Context: an optimization exercise on an open-source flow, tuned for small area, a short achievable clock period and few clock cycles per item. The choices shown serve that exercise and are no tape-out recipe.
At most, simulation tests tie the RTL to the original design; equivalence was not proved.

## job 3215
## npu_requant
module npu_requant #(
  localparam int M_LEN  = 32,
  localparam int S_LEN  = 32,
  localparam int SH_LEN = 5
) (
  input  logic              clk_i,
  input  logic              rstn_i,
  input  logic              clear_i,
  input  logic [M_LEN-1:0]  acc_i,
  input  logic [S_LEN-1:0]  mult_i,
  input  logic [SH_LEN-1:0] shift_i,
  input  logic              valid_i,
  output logic              ready_o,
  output logic [M_LEN-1:0]  data_o,
  output logic              valid_o,
  input  logic              ready_i
);
==> flow/config.mk <==
export PLATFORM = sky130hd
export DESIGN_NAME = npu_requant
export DESIGN_NICKNAME = npu_requant
export VERILOG_FILES = /design/flow/design.v
export SDC_FILE = /design/flow/constraint.sdc
export NUM_CORES = 4
export LEC_CHECK = 0
export CAP_MARGIN = 20
export CORE_MARGIN = 2
export CORE_UTILIZATION = 40
export SETUP_SLACK_MARGIN = 5
export SLEW_MARGIN = 20
export SYNTH_HIERARCHICAL = 1
export SYNTH_MINIMUM_KEEP_SIZE = 0
==> flow/constraint.sdc <==
create_clock -name core_clock -period 10.0 [get_ports {clk_i}]
set_input_delay 2.0000 -clock core_clock [delete_from_list [all_inputs] [get_ports {clk_i}]]
set_output_delay 2.0000 -clock core_clock [all_outputs]
set_load 0.01 [all_outputs]
run.sh (not shown) runs the stock make flow with config.mk's settings and CLKGATE_MAP_FILE= SYNTH_SCRIPT=/design/flow/synth_recipe.tcl, a recipe that flattens the netlist after the stock synthesis.
Testbench counts of job 3215, summed over its fixed seeds: cycles 8,012, items 8,000.
Setup changes, job 3215 to job 9957
--- a/flow/design.v
+++ b/flow/design.v
@@ -11,61 +11,58 @@
   input  logic [SH_LEN-1:0] shift_i,
   input  logic              valid_i,
   output logic              ready_o,
   output logic [M_LEN-1:0]  data_o,
   output logic              valid_o,
   input  logic              ready_i
 );
   localparam int L = 16;   
   logic en;
   assign en      = ready_i;
   assign ready_o = ready_i;
-  logic [31:0]   accn1_q, mult1_q;   
+  logic [31:0]   acc1_q, mult1_q;
   logic [4:0]    sh1_q, sh2_q;
   logic [63:L]   a2_q, b2_q;
   logic          cl2_q;
   logic [31:0]   data3_q;
   logic          v1_q, v2_q, v3_q;
   logic [31:0] pp [16];
   logic [15:0] ppn;
-  logic [15:0] bneg, onen, twon;
-  logic [32:0] sel [16];
+  logic [15:0] bneg, one, two;
   logic [31:1] oh;
   logic        negp, g;
   logic [63:0] ta, tb;
   always_comb begin
     for (int i = 0; i < 16; i++) begin
       logic y0, y1, y2;
       y0  = (i == 0) ? 1'b0 : mult1_q[2*i-1];
       y1  = mult1_q[2*i];
       y2  = mult1_q[2*i+1];
-      onen[i] = ~(y1 ^ y0);
-      twon[i] = ~((y2 & ~y1 & ~y0) | (~y2 & y1 & y0));
+      one[i]  = y1 ^ y0;
+      two[i]  = (y2 & ~y1 & ~y0) | (~y2 & y1 & y0);
       bneg[i] = y2;
     end
     for (int s = 1; s < 32; s++) begin
       oh[s] = (sh1_q == 5'(s));
     end
   end
-  assign negp = ~accn1_q[31] ^ mult1_q[31];
+  assign negp = acc1_q[31] ^ mult1_q[31];
   assign g    = negp & (sh1_q != 5'd0);
   for (genvar i = 0; i < 16; i++) begin : g_row
-    assign sel[i][0] = ~(onen[i] | accn1_q[0]);
-    for (genvar j = 1; j < 33; j++) begin : g_bit
-      rq_bsel u_sel (.x1n(accn1_q[(j < 32) ? j : 31]), .x2n(accn1_q[j-1]), .onen(onen[i]),
-                     .twon(twon[i]), .s(sel[i][j]));
+    assign pp[i][0] = bneg[i] ^ (one[i] & acc1_q[0]);
+    for (genvar j = 1; j < 32; j++) begin : g_bit
+      rq_bsel u_sel (.x1(acc1_q[j]), .x2(acc1_q[j-1]), .one(one[i]), .two(two[i]),
+                     .neg(bneg[i]), .p(pp[i][j]));
     end
-    for (genvar j = 0; j < 32; j++) begin : g_neg
-      rq_xor u_neg (.a(sel[i][j]), .b(bneg[i]), .y(pp[i][j]));
-    end
-    rq_xnor u_negn (.a(sel[i][32]), .b(bneg[i]), .y(ppn[i]));
+    rq_bseln u_seln (.x1(acc1_q[31]), .x2(acc1_q[31]), .one(one[i]), .two(two[i]),
+                     .neg(bneg[i]), .pn(ppn[i]));
   end
   logic t1, t2, t3, t4, t5, t6, t7, t8, t9, t10, t11, t12, t13, t14, t15, t16;
   logic t17, t18, t19, t20, t21, t22, t23, t24, t25, t26, t27, t28, t29, t30, t31, t32;
   logic t33, t34, t35, t36, t37, t38, t39, t40, t41, t42, t43, t44, t45, t46, t47, t48;
   logic t49, t50, t51, t52, t53, t54, t55, t56, t57, t58, t59, t60, t61, t62, t63, t64;
   logic t65, t66, t67, t68, t69, t70, t71, t72, t73, t74, t75, t76, t77, t78, t79, t80;
   logic t81, t82, t83, t84, t85, t86, t87, t88, t89, t90, t91, t92, t93, t94, t95, t96;
   logic t97, t98, t99, t100, t101, t102, t103, t104, t105, t106, t107, t108, t109, t110, t111, t112;
   logic t113, t114, t115, t116, t117, t118, t119, t120, t121, t122, t123, t124, t125, t126, t127, t128;
   logic t129, t130, t131, t132, t133, t134, t135, t136, t137, t138, t139, t140, t141, t142, t143, t144;
   logic t145, t146, t147, t148, t149, t150, t151, t152, t153, t154, t155, t156, t157, t158, t159, t160;
@@ -731,23 +728,23 @@
   logic [63:L] u;
   logic [32:0] h, shr;
   logic        sat;
   assign u    = a2_q + b2_q + {{(63-L){1'b0}}, cl2_q};
   assign h    = u[63:31];
   assign shr  = $signed(h) >>> sh2_q;
   assign sat  = (sh2_q == 5'd0) & ~h[32] & h[31];
   assign data_o  = data3_q;
   assign valid_o = v3_q;
   always_ff @(posedge clk_i) begin
     if (en) begin
-      accn1_q <= ~acc_i;
+      acc1_q  <= acc_i;
       mult1_q <= mult_i;
       sh1_q   <= shift_i;
       a2_q    <= ta[63:L];
       b2_q    <= tb[63:L];
       cl2_q   <= cl;
       sh2_q   <= sh1_q;
       data3_q <= {shr[31] & ~sat, shr[30:0] | {31{sat}}};
     end
   end
   always_ff @(posedge clk_i or negedge rstn_i) begin
     if (!rstn_i) begin
@@ -765,21 +762,19 @@
     end
   end
 endmodule
 module rq_fa (input logic a, input logic b, input logic c, output logic s, output logic co);
   assign s  = a ^ b ^ c;
   assign co = (a & b) | (a & c) | (b & c);
 endmodule
 module rq_ha (input logic a, input logic b, output logic s, output logic co);
   assign s  = a ^ b;
   assign co = a & b;
 endmodule
-module rq_bsel (input logic x1n, input logic x2n, input logic onen, input logic twon,
-                output logic s);
-  assign s = ~((onen | x1n) & (twon | x2n));
-endmodule
-module rq_xor (input logic a, input logic b, output logic y);
-  assign y = a ^ b;
+module rq_bsel (input logic x1, input logic x2, input logic one, input logic two, input logic neg,
+                output logic p);
+  assign p = neg ^ ((one & x1) | (two & x2));
 endmodule
-module rq_xnor (input logic a, input logic b, output logic y);
-  assign y = ~(a ^ b);
+module rq_bseln (input logic x1, input logic x2, input logic one, input logic two, input logic neg,
+                 output logic pn);
+  assign pn = ~(neg ^ ((one & x1) | (two & x2)));
 endmodule
Results
Job 9957 vs. job 3215: post-layout minimum cycle time went up by 97 ps. The final reports for job 9957 and job 3215 show worst setup slack lower in the former. Per the comparison of job 9957 with job 3215, average instance area after synthesis went up by 1.2 um^2, net count of the finished layout went up by 37, CTS clock-pin slew for the worst setup and hold paths was more or less identical, design area went up by 14%. The lower synthesized netlist net count came out of job 9957. On final worst hold slack, job 9957 and job 3215 are basically level. Job 9957: number of cells on the worst reg-to-reg path lower than job 3215.
Function not checked in job 9957: the RTL went through the layout flow alone.


npu_requant, a different RTL version from the one above (not shown whole).
For scale: roughly 210 flip-flops, about 110 I/O pins, about 29000 um2 of cells after synthesis.
clock: 10.0 ns
lec_check: 0
cap_margin: 5
core_margin: 2
core_utilization: 60
cts_buf_list: sky130_fd_sc_hd__clkbuf_8
setup_slack_margin: 5
slew_margin: 5
synth_hierarchical: 1
synth_minimum_keep_size: 0
standard.sh (not shown) runs the stock make flow with config.mk's settings and CLKGATE_MAP_FILE= SYNTH_SCRIPT=/design/flow/synth_recipe.tcl, a recipe that flattens the netlist after the stock synthesis.
==> flow/flow/run.sh <==
#!/bin/bash
# The standard ORFS layout (standard.sh) with different repair settings:
#   SETUP_SLACK_MARGIN=5.7 "BUFFER_PORTS_ARGS=-buffer_cell sky130_fd_sc_hd__buf_1"
# All of the flow's output goes to standard.log; ORFS keeps each step's log under orfs/logs.
set -euo pipefail
bash standard.sh SETUP_SLACK_MARGIN=5.7 "BUFFER_PORTS_ARGS=-buffer_cell sky130_fd_sc_hd__buf_1" finish > standard.log 2>&1
The starting point completed without violations.
Next try:
--- a/flow/design.v
+++ b/flow/design.v
@@ -15,29 +15,29 @@
   output logic              valid_o,
   input  logic              ready_i
 );
   localparam int L = 16;   
   logic en;
   assign en      = ready_i;
   assign ready_o = ready_i;
-  logic [31:0]   accn1_q;             
-  logic [31:0]   mult1_q;
-  logic [15:0]   onen1_q, twon1_q;    
-  logic [15:0]   neg1_q;              
+  logic [15:0] one_d, two_d, neg_d;
   always_comb begin
     for (int i = 0; i < 16; i++) begin
       logic y0, y1, y2;
-      y0 = (i == 0) ? 1'b0 : mult1_q[2*i-1];
-      y1 = mult1_q[2*i];
-      y2 = mult1_q[2*i+1];
-      onen1_q[i] = ~(y1 ^ y0);
-      twon1_q[i] = ~((y2 & ~y1 & ~y0) | (~y2 & y1 & y0));
-      neg1_q[i]  = y2;
+      y0 = (i == 0) ? 1'b0 : mult_i[2*i-1];
+      y1 = mult_i[2*i];
+      y2 = mult_i[2*i+1];
+      one_d[i] = y1 ^ y0;
+      two_d[i] = (y2 & ~y1 & ~y0) | (~y2 & y1 & y0);
+      neg_d[i] = y2;
     end
   end
+  logic [31:0]   accn1_q;             
+  logic [15:0]   onen1_q, twon1_q;    
+  logic [15:0]   neg1_q;              
   logic [4:0]    sh1_q, sh2_q;
   logic [63:L]   a2_q, b2_q;
   logic          cl2_q;
   logic [31:0]   data3_q;
   logic          v1_q, v2_q, v3_q;
   logic [31:0] pp [16];
   logic [15:0] ppn;
@@ -1362,15 +1362,17 @@
   end
   rq_nor2 u_o31 (.a(sv5[31]), .b(sat), .y(dq_d[31]));
   assign data_o  = data3_q;
   assign valid_o = v3_q;
   always_ff @(posedge clk_i) begin
     if (en) begin
       accn1_q <= ~acc_i;
-      mult1_q <= mult_i;
+      onen1_q <= ~one_d;
+      twon1_q <= ~two_d;
+      neg1_q  <= neg_d;
       sh1_q   <= shift_i;
       a2_q    <= ta[63:L];
       b2_q    <= tb[63:L];
       cl2_q   <= cl;
       sh2_q   <= sh1_q;
       data3_q <= dq_d;
     end
What happened: The new run ran to the end with no violations. Wire length falls by about a fifth. Clock-buffer cell count rises by 2. Core utilization falls by 9.6 points. Die area rises slightly. Design area falls by roughly a tenth. Worst hold slack is worse by 0.0080 ns. Register-to-register slack is better by 0.58 ns. Synthesized cell count rises slightly. Clock skew falls by 0.070 ns. Sequential share of layout area rises by 3.4 points.
Testbench counts after the change, summed over its fixed seeds: cycles 8,012, items 8,000.
Only the layout flow was run in the first run of this note; the RTL was not checked for function there.

[what the ideal ports hide]
The results above use ideal ports. As a check the final layouts listed here were re-extracted and re-timed, cells and wires unchanged. Step 1, drivers: a clkbuf_16 drives clk_i and a buf_2 each remaining input, both assumed. Step 2 also shifts input and output timing later by t, the mid clock arrival at the registers, as if the neighbouring blocks saw the same clock. a / b / c = ideal / step 1 / step 2; a / b = the first two.
run | t (ns) | setup WS [ns] | worst setup path after step 2 | worst register clock-pin slew, ns | worst slew at a driven data input, ns
job 3215 | 0.682 | 5.069 / 5.063 / 5.063 | input to output | 0.07 / 0.07 | 0.06
job 9957 | 0.661 | 4.972 / 4.972 / 4.972 | register to register | 0.07 / 0.07 | 0.07
the first run of note 2 | 0.706 | 5.167 / 5.167 / 5.167 | register to register | 0.08 / 0.08 | 0.08
the second run of note 2 | 0.665 | 5.746 / 5.731 / 5.400 | input to register | 0.06 / 0.06 | 0.05
After both steps every run listed still meets setup and hold. For the second run of note 2, which loses most, drivers alone change the setup slack by -0.015 ns; drivers and shift together by -0.346 ns.
